Source: an optimization exercise on an open RTL-to-GDS flow (aim: small area and few clock cycles). Production flows keep margins and buffers that such runs may drop. The RTL was checked by simulation tests, not by an equivalence proof against the original design. No activity file was given, so power comes from the tool's default toggle rates. The clock port is modelled as an ideal driver; clocking choices that lean on that would not hold on a real chip.

== job 2407 ==
Design grouped_fifo_queue, start of the top module:
module grouped_fifo_queue (
	input  logic                           clk,
	input  logic                           arst_n,
	input  logic                           in_valid,
	output logic                           in_ready,
	input  logic                           kind,
	input  logic [gfq_pkg::ID_BITS-1:0]    member_id,
	input  logic [gfq_pkg::GROUP_BITS-1:0] group,
	output logic                           out_valid,
	input  logic                           out_ready,
	output logic [gfq_pkg::STATUS_BITS-1:0] status,
	output logic [gfq_pkg::ID_BITS-1:0]    out_id
);
Size: about 6,600 cells after synthesis, about 1,200 flip-flops, roughly 56,000 um^2 of cells after synthesis.
==> flow/config.mk <==
export PLATFORM = sky130hd
export DESIGN_NAME = grouped_fifo_queue
export DESIGN_NICKNAME = grouped_fifo_queue
export VERILOG_FILES = /design/flow/design.v
export SDC_FILE = /design/flow/constraint.sdc
export NUM_CORES = 4
export LEC_CHECK = 0
export CAP_MARGIN = 20
export CORE_MARGIN = 2
export CORE_UTILIZATION = 40
export PLACE_DENSITY = 0.45
export SLEW_MARGIN = 20
==> flow/constraint.sdc <==
create_clock -name core_clock -period 8.0 [get_ports {clk}]
set_input_delay 1.6000 -clock core_clock [delete_from_list [all_inputs] [get_ports {clk}]]
set_output_delay 1.6000 -clock core_clock [all_outputs]
set_load 0.01 [all_outputs]
standard.sh (not shown) runs the stock make flow with config.mk's settings and CLKGATE_MAP_FILE= SYNTH_SCRIPT=/design/flow/synth_recipe.tcl, a recipe that flattens the netlist after the stock synthesis.
==> flow/flow/run.sh <==
#!/bin/bash
# Standard layout, except that clock tree synthesis inserts no dummy loads
# (cells added only to balance the tree) and clusters more sinks per buffer.
set -euo pipefail
export CTS_ARGS="-sink_clustering_enable -repair_clock_nets -dont_use_dummy_load -buf_list sky130_fd_sc_hd__clkbuf_16 -sink_clustering_size 32 -sink_clustering_max_diameter 70"
bash standard.sh > standard.log 2>&1
Testbench counts of job 2407, summed over its fixed seeds: cycles 32,008.
Relative to job 2407, the following input files were edited for job 7639:
Settings: PLACE_DENSITY changed from 0.45 to 0.6; CORE_UTILIZATION changed from 40 to 55.
==> flow/flow/run.sh <==
#!/bin/bash
# Standard layout, except that clock tree synthesis inserts no dummy loads
# (cells added only to balance the tree) and clusters more sinks per buffer.
set -euo pipefail
export CTS_ARGS="-sink_clustering_enable -repair_clock_nets -dont_use_dummy_load -buf_list sky130_fd_sc_hd__clkbuf_16 -sink_clustering_size 30 -sink_clustering_max_diameter 100"
bash standard.sh > standard.log 2>&1
Findings:
- Job 7639 against job 2407: design area fell 3.7%; row count shows a reduction of 20; number of antenna violations at the first check in global routing went down 1.
- The post-route non-filler standard cell count in job 7639 was lower than what job 2407 gave.
- Between job 2407 and job 7639, leakage component of the power decreased.
- On largest net degree at the start of global routing: job 7639 sits below job 2407.
- Max non-clock buffer count across job 7639 and job 2407: job 2407
- Job 7639 ends up with a power that is about 9% lower than in job 2407.
The inputs of job 1245 differ from those of job 7639 as listed below.
Settings: changing CORE_UTILIZATION from 55 to 65; changing PLACE_DENSITY from 0.6 to 0.7.
==> comparison <==
Job 1245 ended with less worst setup slack before clock tree synthesis than job 7639. Compared with job 7639, job 1245 shows chip height lower by 7.9%. Worst setup slack after layout (job 1245 over job 7639): decrease, 270 ps. As far as post-cts hold buffer count goes, job 1245 and job 7639 are indistinguishable; the numbers are identical. Going from job 7639 to job 1245, via total after detailed routing higher; total wire length after detailed routing lower; met1 wire length lower.
Modified inputs, job 1111 compared to job 1245
Settings: changing CORE_UTILIZATION from 65 to 40; changing PLACE_DENSITY from 0.7 to 0.45.
==> flow/flow/run.sh <==
#!/bin/bash
# Standard layout, except that clock tree synthesis inserts no dummy loads
# (cells added only to balance the tree) and clusters more sinks per buffer.
set -euo pipefail
export CTS_ARGS="-sink_clustering_enable -repair_clock_nets -dont_use_dummy_load -buf_list sky130_fd_sc_hd__clkbuf_16 -sink_clustering_size 24 -sink_clustering_max_diameter 90"
bash standard.sh > standard.log 2>&1
==> summary.txt <==
Job 1111 finished every stage and its layout cleared the timing, DRC and antenna checks.
Of job 1245 and job 1111, job 1111 shows the lower overall global routing resource usage, with job 1245 above it.
Cmp job 1111 vs job 1245: critical path depth higher in job 1111
Highest layer used for signal routing = met5: job 1245; highest layer used for signal routing = met4: job 1111
Job 1111 against job 1245: design area rose by 2.7%; worst path arrival time fell by 210 ps.
What job 8044 does differently from job 1111 at the input level:
Settings: a change of CORE_UTILIZATION from 40 to 65; a change of SLEW_MARGIN from 20 to 10; a change of CAP_MARGIN from 20 to 10; a change of PLACE_DENSITY from 0.45 to 0.7.
==> summary.txt <==
Against job 1111, combinational power in job 8044 fell by a few percent.
Relative to job 1111, the met2 routed wirelength of job 8044 is lower by about 20%.
Job 8044 vs job 1111 — estimated wirelength of the detail-placed design dropped by more than 10%
Job 8044 vs job 1111: combinational cell fraction of total power up
Looking at highest routed metal layer, the met4 result is from job 1111; the met5 one comes from job 8044.
Looking at fraction of area in registers, job 8044 sits above job 1111.
## Diff of input files: job 1477 against job 8044
Settings: PLACE_DENSITY: 0.7 -> 0.45; CTS_BUF_LIST: unset -> sky130_fd_sc_hd__clkbuf_16; CTS_CLUSTER_DIAMETER: unset -> 90; SLEW_MARGIN: 10 -> 20; CTS_CLUSTER_SIZE: unset -> 24; CAP_MARGIN: 10 -> 20; CORE_UTILIZATION: 65 -> 40.
==> flow/run.sh (new file) <==
#!/bin/bash
# synth_recipe.tcl (not shown) runs the flow's synth.tcl, then flattens the netlist and writes it again
# the make line also repeats each setting of config.mk as NAME=value (left out here)
make -C /OpenROAD-flow-scripts/flow DESIGN_CONFIG=/design/flow/config.mk WORK_HOME=/design/flow/orfs CLKGATE_MAP_FILE= SYNTH_SCRIPT=/design/flow/synth_recipe.tcl finish
removed: flow/flow/run.sh
removed: flow/standard.sh
### Flow results
As of job 1477, die outline height had risen by more than a quarter compared to job 8044. Per the comparison of job 1477 with job 8044, post-route met1 wirelength increased by 37% relative to the old numbers; least setup slack across all paths after layout increased by 220 ps relative to the old numbers; fraction of layout cells with a size suffix above 1 increased by 0.96 points relative to the old numbers; top achievable clock speed increased by about 3% relative to the old numbers; area after synthesis closely matched the old numbers. The final reports for job 1477 and job 8044 show post-route standard cell area excluding fillers higher in the former. Per the comparison of job 1477 with job 8044, full die area picked up an extra 62%; clock-pin slew reported for the worst setup and hold paths after clock tree synthesis went up 20 ps.

## afterwards: timing with drivers on the ports
The flow's constraints put no driver on any port. The routed layouts listed below were extracted and timed again, unchanged, in two steps. Step 1 (the two cells are an assumption about what drives the block):
set clk [get_ports {clk}]
set_driving_cell -lib_cell sky130_fd_sc_hd__clkbuf_16 $clk
set_driving_cell -lib_cell sky130_fd_sc_hd__buf_2 [delete_from_list [all_inputs] $clk]
Step 2 also shifts input and output timing later by t, the mid clock arrival at the registers, as if the neighbouring blocks saw the same clock. Three values: ideal ports, drivers, drivers and shift; two values: the first two.
| run | shift t [ns] | setup slack, ns | pins driven straight from the clock port |
|---|---|---|---|
| job 2407 | 0.782 | 0.973 / 1.025 / 0.243 | 1 |
| job 7639 | 0.743 | 0.991 / 1.002 / 0.259 | 1 |
| job 1245 | 0.697 | 0.718 / 0.726 / 0.029 | 1 |
| job 1111 | 0.779 | 0.999 / 1.054 / 0.275 | 1 |
| job 8044 | 0.721 | 0.806 / 0.807 / 0.087 | 1 |
| job 1477 | 0.799 | 1.023 / 1.078 / 0.278 | 1 |
After both steps setup and hold are still met in every run listed. The setup slack of job 1477, which loses most, moves by +0.055 ns with the drivers and by -0.745 ns with both steps.
